This is an optimization exercise on Yosys and OpenROAD, whose aim is small area and a short achievable clock period, not a production implementation. Where RTL was checked, it was by simulation tests only, not by an equivalence proof against the original. Power is estimated from default activity; no workload was simulated.

// rdmx_control
module rdmx_control (
    input  logic                        clk,
    input  logic                        resetn,
    input  logic [40:0]                 reg_wr,
    output logic                        wr_done,
    output logic [1:0]                  wr_resp,
    input  logic [8:0]                  reg_rd_req,
    output logic [34:0]                 reg_rd,
    input  logic [2:0]                  events,
    input  logic [1:0]                  overflow,
    input  logic [2:0]                  async_status,
    input  logic [514:0]                stream,
    output logic [127:0]                pci,
    output logic                        loopback,
    output logic                        pause_pci,
    output logic                        resetn_out
);
    wire        wv = reg_wr[40];
    wire [7:0]  wi = reg_wr[39:32];
    wire [31:0] wd = reg_wr[31:0];
    logic w_good_h, w_good_l, w_bad_h, w_bad_l, w_base_h, w_base_l;
    logic w_size_h, w_size_l, w_reset, w_clear, w_loop, w_pause;
    wr_dec u_wr_dec (
        .wv(wv), .wi(wi),
        .w({w_pause, w_loop, w_clear, w_reset, w_size_l, w_size_h,
            w_base_l, w_base_h, w_bad_l, w_bad_h, w_good_l, w_good_h})
    );
    wire wr_ok = ((wi[7:4] == 4'h0) && (wi[3:0] >= 4'd2) && (wi[3:0] <= 4'd11))
              || ((wi[7:4] == 4'h2) && (wi[3:1] == 3'd1));
    logic wr_err;
    always_ff @(posedge clk) begin
        wr_done <= resetn && wv;
        wr_err  <= !wr_ok;
    end
    assign wr_resp = {wr_err, wr_err};
    logic        rst_run;
    logic [63:0] good_count, bad_count;
    logic        range_err, seq_error;
    logic [2:0]  sync_q;
    ctl_regs u_ctl_regs (
        .clk       (clk),
        .resetn    (resetn),
        .wd        (wd),
        .w_base_h  (w_base_h),
        .w_base_l  (w_base_l),
        .w_size_h  (w_size_h),
        .w_size_l  (w_size_l),
        .w_loop    (w_loop),
        .w_pause   (w_pause),
        .w_reset   (w_reset),
        .pci       (pci),
        .loopback  (loopback),
        .pause_pci (pause_pci),
        .rst_run   (rst_run)
    );
    assign resetn_out = resetn && !rst_run;
    wire clr = !resetn || rst_run || w_clear;
  ...
Size: ~1700 cells after synthesis, about 740 I/O pins, ~17000 µm² of cells after synthesis.
==> module pd_hi, before the edit <==
module pd_hi (
    input  logic [3:0] x,
    output logic       is0,
    output logic       is2
);
    assign is0 = (x == 4'h0);
    assign is2 = (x == 4'h2);
endmodule
==> module and3m, before the edit <==
module and3m (
    input  logic [2:0] x,
    output logic       y
);
    assign y = &x;
endmodule
==> module wr_dec, before the edit <==
module wr_dec (
    input  logic        wv,
    input  logic [7:0]  wi,
    output logic [11:0] w
);
    logic       h0, h2;
    logic [3:0] m, l;
    pd_hi  u_h (.x(wi[7:4]), .is0(h0), .is2(h2));
    pd_mid u_m (.x(wi[3:2]), .y(m));
    pd_lo  u_l (.v(wv), .x(wi[1:0]), .y(l));
    genvar k;
    for (k = 0; k < 10; k++) begin : g_w
        and3m u_a (.x({h0, m[(k + 2) >> 2], l[(k + 2) & 3]}), .y(w[k]));
    end
    and3m u_a34 (.x({h2, m[0], l[2]}), .y(w[10]));
    and3m u_a35 (.x({h2, m[0], l[3]}), .y(w[11]));
endmodule
==> module rdmx_control, before the edit <==
module rdmx_control (
    input  logic                        clk,
    input  logic                        resetn,
    input  logic [40:0]                 reg_wr,
    output logic                        wr_done,
    output logic [1:0]                  wr_resp,
    input  logic [8:0]                  reg_rd_req,
    output logic [34:0]                 reg_rd,
    input  logic [2:0]                  events,
    input  logic [1:0]                  overflow,
    input  logic [2:0]                  async_status,
    input  logic [514:0]                stream,
    output logic [127:0]                pci,
    output logic                        loopback,
    output logic                        pause_pci,
    output logic                        resetn_out
);
    wire        wv = reg_wr[40];
    wire [7:0]  wi = reg_wr[39:32];
    wire [31:0] wd = reg_wr[31:0];
    logic w_good_h, w_good_l, w_bad_h, w_bad_l, w_base_h, w_base_l;
    logic w_size_h, w_size_l, w_reset, w_clear, w_loop, w_pause;
    wr_dec u_wr_dec (
        .wv(wv), .wi(wi),
        .w({w_pause, w_loop, w_clear, w_reset, w_size_l, w_size_h,
            w_base_l, w_base_h, w_bad_l, w_bad_h, w_good_l, w_good_h})
    );
    wire wr_ok = ((wi[7:4] == 4'h0) && (wi[3:0] >= 4'd2) && (wi[3:0] <= 4'd11))
              || ((wi[7:4] == 4'h2) && (wi[3:1] == 3'd1));
    logic wr_err;
    always_ff @(posedge clk) begin
        wr_done <= resetn && wv;
        wr_err  <= !wr_ok;
    end
    assign wr_resp = {wr_err, wr_err};
    logic        rst_run;
    logic [63:0] good_count, bad_count;
    logic        range_err, seq_error;
    logic [2:0]  sync_q;
    ctl_regs u_ctl_regs (
        .clk       (clk),
        .resetn    (resetn),
        .wd        (wd),
        .w_base_h  (w_base_h),
        .w_base_l  (w_base_l),
        .w_size_h  (w_size_h),
        .w_size_l  (w_size_l),
        .w_loop    (w_loop),
        .w_pause   (w_pause),
        .w_reset   (w_reset),
        .pci       (pci),
        .loopback  (loopback),
        .pause_pci (pause_pci),
        .rst_run   (rst_run)
    );
    assign resetn_out = resetn && !rst_run;
    wire clr = !resetn || rst_run || w_clear;
    event_capture u_event_capture (
        .clk          (clk),
        .clr          (clr),
        .wd           (wd),
        .w_good_h     (w_good_h),
        .w_good_l     (w_good_l),
        .w_bad_h      (w_bad_h),
        .w_bad_l      (w_bad_l),
        .events       (events),
        .async_status (async_status),
        .good_count   (good_count),
        .bad_count    (bad_count),
        .range_err    (range_err),
        .sync_q       (sync_q)
    );
    seq_check u_seq_check (
        .clk       (clk),
        .clr       (clr),
        .stream_hi (stream[514:483]),
        .beat      (stream[2] && stream[1]),
        .seq_error (seq_error)
    );
    read_mux u_read_mux (
        .clk        (clk),
        .resetn     (resetn),
        .reg_rd_req (reg_rd_req),
        .status     (sync_q),
        .errors     ({seq_error, overflow, range_err}),
        .good_count (good_count),
        .bad_count  (bad_count),
        .pci        (pci),
        .rst_run    (rst_run),
        .loopback   (loopback),
        .pause_pci  (pause_pci),
        .reg_rd     (reg_rd)
    );
endmodule
Settings: LEC_CHECK=0, CAP_MARGIN=20, CORE_MARGIN=2, CORE_UTILIZATION=40, CTS_BUF_LIST=sky130_fd_sc_hd__clkbuf_8, CTS_CLUSTER_DIAMETER=60, CTS_CLUSTER_SIZE=14, SETUP_SLACK_MARGIN=2.7, SLEW_MARGIN=20, SYNTH_HIERARCHICAL=1, SYNTH_MINIMUM_KEEP_SIZE=0; clock period 5.0 ns.
standard.sh (not shown) runs the stock make flow with config.mk's settings and CLKGATE_MAP_FILE= SYNTH_SCRIPT=/design/flow/synth_recipe.tcl, a recipe that flattens the netlist after the stock synthesis.
==> flow/flow/run.sh <==
#!/bin/bash
# Standard layout, with every port buffered by the smallest buffer
# instead of the resizer's default pick (a delay cell on sky130hd).
set -euo pipefail
export BUFFER_PORTS_ARGS="-buffer_cell sky130_fd_sc_hd__buf_1"
bash standard.sh > standard_flow.log 2>&1
Rerun with:
--- a/flow/design.v
+++ b/flow/design.v
@@ -436,15 +436,20 @@
 );
     assign x = |(sel & d);
 endmodule
 `default_nettype none
-module pd_hi (
-    input  logic [3:0] x,
-    output logic       is0,
-    output logic       is2
+module nor2m (
+    input  logic [1:0] x,
+    output logic       y
 );
-    assign is0 = (x == 4'h0);
-    assign is2 = (x == 4'h2);
+    assign y = ~|x;
+endmodule
+module and2bm (
+    input  logic a,
+    input  logic b_n,
+    output logic y
+);
+    assign y = a & ~b_n;
 endmodule
 module pd_mid (
     input  logic [1:0] x,
     output logic [3:0] y
@@ -457,10 +462,10 @@
     output logic [3:0] y
 );
     assign y = {4{v}} & (4'b0001 << x);
 endmodule
-module and3m (
-    input  logic [2:0] x,
+module and4m (
+    input  logic [3:0] x,
     output logic       y
 );
     assign y = &x;
 endmodule
@@ -468,19 +473,21 @@
     input  logic        wv,
     input  logic [7:0]  wi,
     output logic [11:0] w
 );
-    logic       h0, h2;
+    logic       z76, z54, t54;
     logic [3:0] m, l;
-    pd_hi  u_h (.x(wi[7:4]), .is0(h0), .is2(h2));
-    pd_mid u_m (.x(wi[3:2]), .y(m));
-    pd_lo  u_l (.v(wv), .x(wi[1:0]), .y(l));
+    nor2m  u_z76 (.x(wi[7:6]), .y(z76));
+    nor2m  u_z54 (.x(wi[5:4]), .y(z54));
+    and2bm u_t54 (.a(wi[5]), .b_n(wi[4]), .y(t54));
+    pd_mid u_m   (.x(wi[3:2]), .y(m));
+    pd_lo  u_l   (.v(wv), .x(wi[1:0]), .y(l));
     genvar k;
     for (k = 0; k < 10; k++) begin : g_w
-        and3m u_a (.x({h0, m[(k + 2) >> 2], l[(k + 2) & 3]}), .y(w[k]));
+        and4m u_a (.x({z76, z54, m[(k + 2) >> 2], l[(k + 2) & 3]}), .y(w[k]));
     end
-    and3m u_a34 (.x({h2, m[0], l[2]}), .y(w[10]));
-    and3m u_a35 (.x({h2, m[0], l[3]}), .y(w[11]));
+    and4m u_a34 (.x({z76, t54, m[0], l[2]}), .y(w[10]));
+    and4m u_a35 (.x({z76, t54, m[0], l[3]}), .y(w[11]));
 endmodule
 module rdmx_control (
     input  logic                        clk,
     input  logic                        resetn,
@@ -507,14 +514,13 @@
         .wv(wv), .wi(wi),
         .w({w_pause, w_loop, w_clear, w_reset, w_size_l, w_size_h,
             w_base_l, w_base_h, w_bad_l, w_bad_h, w_good_l, w_good_h})
     );
-    wire wr_ok = ((wi[7:4] == 4'h0) && (wi[3:0] >= 4'd2) && (wi[3:0] <= 4'd11))
-              || ((wi[7:4] == 4'h2) && (wi[3:1] == 3'd1));
     logic wr_err;
     always_ff @(posedge clk) begin
         wr_done <= resetn && wv;
-        wr_err  <= !wr_ok;
+        wr_err  <= ~|{w_pause, w_loop, w_clear, w_reset, w_size_l, w_size_h,
+                      w_base_l, w_base_h, w_bad_l, w_bad_h, w_good_l, w_good_h};
     end
     assign wr_resp = {wr_err, wr_err};
     logic        rst_run;
     logic [63:0] good_count, bad_count;
Result:
- The new run completed with no timing, DRC or antenna violations
- total power came out higher by about 0.9%
- final cell count barely changes
- critical path depth is unchanged
- hold slack is about the same
- routed wire length barely changes
- design area came out lower by 0.38%
- sequential cell count is unchanged
- sequential power is about the same
- synthesized area stays flat
- worst setup slack improved by 11 ps
Function not checked in the second run of this note: the RTL went through the layout flow alone.

========
rdmx_control, a different RTL version from the one above (not shown whole).
For scale: about 1700 cells after synthesis, roughly 740 I/O pins, roughly 17000 um2 of cells after synthesis.
==> module and2m, before the edit <==
module and2m (
    input  logic c,
    input  logic q,
    output logic y
);
    assign y = c & q;
endmodule
==> module all8, before the edit <==
module all8 #(
    parameter bit ONES = 1'b1
) (
    input  logic [7:0] q,
    output logic       all
);
    assign all = ONES ? (&q) : ~(|q);
endmodule
==> module prefix8, before the edit <==
module prefix8 #(
    parameter bit ONES = 1'b1
) (
    input  logic [7:0] q,
    output logic [7:2] pre,
    output logic       all
);
    if (ONES) begin : g_up
        and2m u_l2 (.c(q[0]), .q(q[1]), .y(pre[2]));
        genvar j;
        for (j = 2; j < 7; j++) begin : g_link
            and2m u_l (.c(pre[j]), .q(q[j]), .y(pre[j+1]));
        end
        all8 #(.ONES(1'b1)) u_all (.q(q), .all(all));
    end else begin : g_down
        always_comb begin
            logic p;
            p = ~q[0];
            for (int j = 1; j < 8; j++) begin
                p = p & ~q[j];
                if (j < 7) pre[j+1] = p;
            end
            all = p;
        end
    end
endmodule
==> module count_next, before the edit <==
module count_next #(
    parameter int N    = 8,
    parameter bit ONES = 1'b1
) (
    input  logic           inc,
    input  logic [N-1:0]   ok,
    input  logic [N-1:0]   a,
    input  logic [N-1:0]   b,
    input  logic [8*N-1:0] d,
    input  logic [8*N-1:0] q,
    output logic [8*N-1:0] n
);
    logic [N-1:0]   all, g;
    logic [8*N-1:1] pre;
    group_en #(.N(N)) u_ge (.inc(inc), .ok(ok), .all(all), .g(g));
    genvar k, j;
    for (k = 0; k < N; k++) begin : g_grp
        prefix8 #(.ONES(ONES)) u_p (.q(q[8*k +: 8]), .pre(pre[8*k+2 +: 6]), .all(all[k]));
        assign pre[8*k+1] = ONES ? q[8*k] : ~q[8*k];
        step_bit0 u_s0 (
            .a(a[k]), .b(b[k]), .d(d[8*k]), .q(q[8*k]), .g(g[k]), .n(n[8*k])
        );
        logic [7:1] t_n;
        tgate8 u_t (.g(g[k]), .pre(pre[8*k+1 +: 7]), .t_n(t_n));
        for (j = 1; j < 8; j++) begin : g_bit
            step_bitn u_s (
                .a(a[k]), .b(b[k]), .d(d[8*k+j]), .q(q[8*k+j]), .t_n(t_n[j]), .n(n[8*k+j])
            );
        end
    end
endmodule
clock: 5.0 ns
lec_check: 0
cap_margin: 20
core_margin: 2
core_utilization: 40
setup_slack_margin: 2.8
slew_margin: 20
synth_hierarchical: 1
synth_minimum_keep_size: 0
Scripts as last shown in full above: flow/flow/run.sh
The starting point finished with timing, DRC and antenna clean.
Edit:
--- a/flow/design.v
+++ b/flow/design.v
@@ -218,45 +218,22 @@
 );
     assign n = (a & d) | (b & (q ^ g));
 endmodule
-module and2m (
-    input  logic c,
-    input  logic q,
-    output logic y
-);
-    assign y = c & q;
-endmodule
-module all8 #(
-    parameter bit ONES = 1'b1
-) (
-    input  logic [7:0] q,
-    output logic       all
-);
-    assign all = ONES ? (&q) : ~(|q);
-endmodule
 module prefix8 #(
     parameter bit ONES = 1'b1
 ) (
     input  logic [7:0] q,
-    output logic [7:2] pre,
+    output logic [7:1] pre,
     output logic       all
 );
-    if (ONES) begin : g_up
-        and2m u_l2 (.c(q[0]), .q(q[1]), .y(pre[2]));
-        genvar j;
-        for (j = 2; j < 7; j++) begin : g_link
-            and2m u_l (.c(pre[j]), .q(q[j]), .y(pre[j+1]));
-        end
-        all8 #(.ONES(1'b1)) u_all (.q(q), .all(all));
-    end else begin : g_down
-        always_comb begin
-            logic p;
-            p = ~q[0];
-            for (int j = 1; j < 8; j++) begin
-                p = p & ~q[j];
-                if (j < 7) pre[j+1] = p;
-            end
-            all = p;
+    wire [7:0] m = ONES ? q : ~q;
+    always_comb begin
+        logic p;
+        p = m[0];
+        for (int j = 1; j < 8; j++) begin
+            pre[j] = p;
+            p = p & m[j];
         end
+        all = p;
     end
 endmodule
 module group_en #(
@@ -295,8 +272,7 @@
     group_en #(.N(N)) u_ge (.inc(inc), .ok(ok), .all(all), .g(g));
     genvar k, j;
     for (k = 0; k < N; k++) begin : g_grp
-        prefix8 #(.ONES(ONES)) u_p (.q(q[8*k +: 8]), .pre(pre[8*k+2 +: 6]), .all(all[k]));
-        assign pre[8*k+1] = ONES ? q[8*k] : ~q[8*k];
+        prefix8 #(.ONES(ONES)) u_p (.q(q[8*k +: 8]), .pre(pre[8*k+1 +: 7]), .all(all[k]));
         step_bit0 u_s0 (
             .a(a[k]), .b(b[k]), .d(d[8*k]), .q(q[8*k]), .g(g[k]), .n(n[8*k])
         );
Outcome: The changed run went through all stages and came out clean. Synthesized cell count climbs by about 4%. Setup slack gets better by 0.020 ns. Utilization climbs by 0.28 points. Power drops by 2.5%. Clock-buffer cell count climbs by 6. Synthesized area climbs by 2.1%. Critical path depth is unchanged. Cell count climbs by about 4%. Via count climbs by 1.2%. Die area climbs by about 2%. Sequential cell count does not change. Cell area climbs by 3.0%.
Only the layout flow was run in the second run of this note; the RTL was not checked for function there.

========
rdmx_control with an RTL version that a note above also has.
For scale: about 1700 cells after synthesis, roughly 740 I/O pins, about 0.017 sq mm of cells after synthesis.
## rdmx_control
module rdmx_control (
    input  logic                        clk,
    input  logic                        resetn,
    input  logic [40:0]                 reg_wr,
    output logic                        wr_done,
    output logic [1:0]                  wr_resp,
    input  logic [8:0]                  reg_rd_req,
    output logic [34:0]                 reg_rd,
    input  logic [2:0]                  events,
    input  logic [1:0]                  overflow,
    input  logic [2:0]                  async_status,
    input  logic [514:0]                stream,
    output logic [127:0]                pci,
    output logic                        loopback,
    output logic                        pause_pci,
    output logic                        resetn_out
);
==> module pd_mid, before the edit <==
module pd_mid (
    input  logic [1:0] x,
    output logic [3:0] y
);
    assign y = 4'b0001 << x;
endmodule
==> module pd_lo, before the edit <==
module pd_lo (
    input  logic       v,
    input  logic [1:0] x,
    output logic [3:0] y
);
    assign y = {4{v}} & (4'b0001 << x);
endmodule
export LEC_CHECK = 0
export CAP_MARGIN = 20
export CORE_MARGIN = 2
export CORE_UTILIZATION = 40
export SETUP_SLACK_MARGIN = 2.6
export SLEW_MARGIN = 20
export SYNTH_HIERARCHICAL = 1
export SYNTH_MINIMUM_KEEP_SIZE = 0
create_clock -name core_clock -period 5.0 [get_ports {clk}]
Scripts as last shown in full above: flow/flow/run.sh
Edit:
--- a/flow/design.v
+++ b/flow/design.v
@@ -410,55 +410,22 @@
     input  logic [7:0] d,
     output logic       x
 );
     assign x = |(sel & d);
 endmodule
 `default_nettype none
-module pd_hi (
-    input  logic [3:0] x,
-    output logic       is0,
-    output logic       is2
-);
-    assign is0 = (x == 4'h0);
-    assign is2 = (x == 4'h2);
-endmodule
-module pd_mid (
-    input  logic [1:0] x,
-    output logic [3:0] y
-);
-    assign y = 4'b0001 << x;
-endmodule
-module pd_lo (
-    input  logic       v,
-    input  logic [1:0] x,
-    output logic [3:0] y
-);
-    assign y = {4{v}} & (4'b0001 << x);
-endmodule
-module and3m (
-    input  logic [2:0] x,
-    output logic       y
-);
-    assign y = &x;
-endmodule
 module wr_dec (
     input  logic        wv,
     input  logic [7:0]  wi,
     output logic [11:0] w
 );
-    logic       h0, h2;
-    logic [3:0] m, l;
-    pd_hi  u_h (.x(wi[7:4]), .is0(h0), .is2(h2));
-    pd_mid u_m (.x(wi[3:2]), .y(m));
-    pd_lo  u_l (.v(wv), .x(wi[1:0]), .y(l));
-    genvar k;
-    for (k = 0; k < 10; k++) begin : g_w
-        and3m u_a (.x({h0, m[(k + 2) >> 2], l[(k + 2) & 3]}), .y(w[k]));
+    always_comb begin
+        for (int k = 0; k < 10; k++) w[k] = wv && (wi == 8'(k + 2));
+        w[10] = wv && (wi == 8'd34);
+        w[11] = wv && (wi == 8'd35);
     end
-    and3m u_a34 (.x({h2, m[0], l[2]}), .y(w[10]));
-    and3m u_a35 (.x({h2, m[0], l[3]}), .y(w[11]));
 endmodule
 module rdmx_control (
     input  logic                        clk,
     input  logic                        resetn,
     input  logic [40:0]                 reg_wr,
     output logic                        wr_done,
Result:
- The new run finished clean
- area after synthesis is about the same
- via count rose by 1.9%
- sequential power stays flat
- synthesized cell count stays flat
- clock-buffer cell count rises by 1
- die area is about the same
- power fell by 0.38%
No run of this note included a check of the RTL's function; only the layout flow was run.

[afterwards: timing with drivers on the ports]
The results above use ideal ports. As a check the final layouts listed here were re-extracted and re-timed, cells and wires unchanged. Step 1 assumes that a clkbuf_16 drives the clock port and a buf_2 every other input. Step 2, shift: input delay + t, output delay - t, t = (earliest + latest rising clock arrival at the registers) / 2. This alone moves slack from input paths to output paths. Slacks: ideal / step 1 / step 2; pairs: ideal / step 1.
run | t (ns) | setup slack, ns | worst setup path at the end | worst register clock-pin slew, ns | worst data-port slew with drivers (ns)
the first run of note 1 | 0.679 | 2.647 / 2.588 / 2.052 | input to register | 0.10 / 0.10 | 0.09
the second run of note 1 | 0.665 | 2.658 / 2.606 / 2.094 | input to register | 0.10 / 0.10 | 0.07
the first run of note 2 | 0.610 | 2.633 / 2.568 / 2.175 | input to register | 0.06 / 0.06 | 0.08
the second run of note 2 | 0.629 | 2.653 / 2.603 / 2.148 | input to register | 0.06 / 0.06 | 0.11
the first run of note 3 | 0.625 | 2.564 / 2.563 / 1.974 | input to register | 0.06 / 0.06 | 0.09
the second run of note 3 | 0.630 | 2.539 / 2.555 / 1.925 | input to register | 0.06 / 0.06 | 0.09
After both steps setup and hold are still met in every run listed. The setup slack of the second run of note 3, which loses most, moves by +0.016 ns with the drivers and by -0.614 ns with both steps.
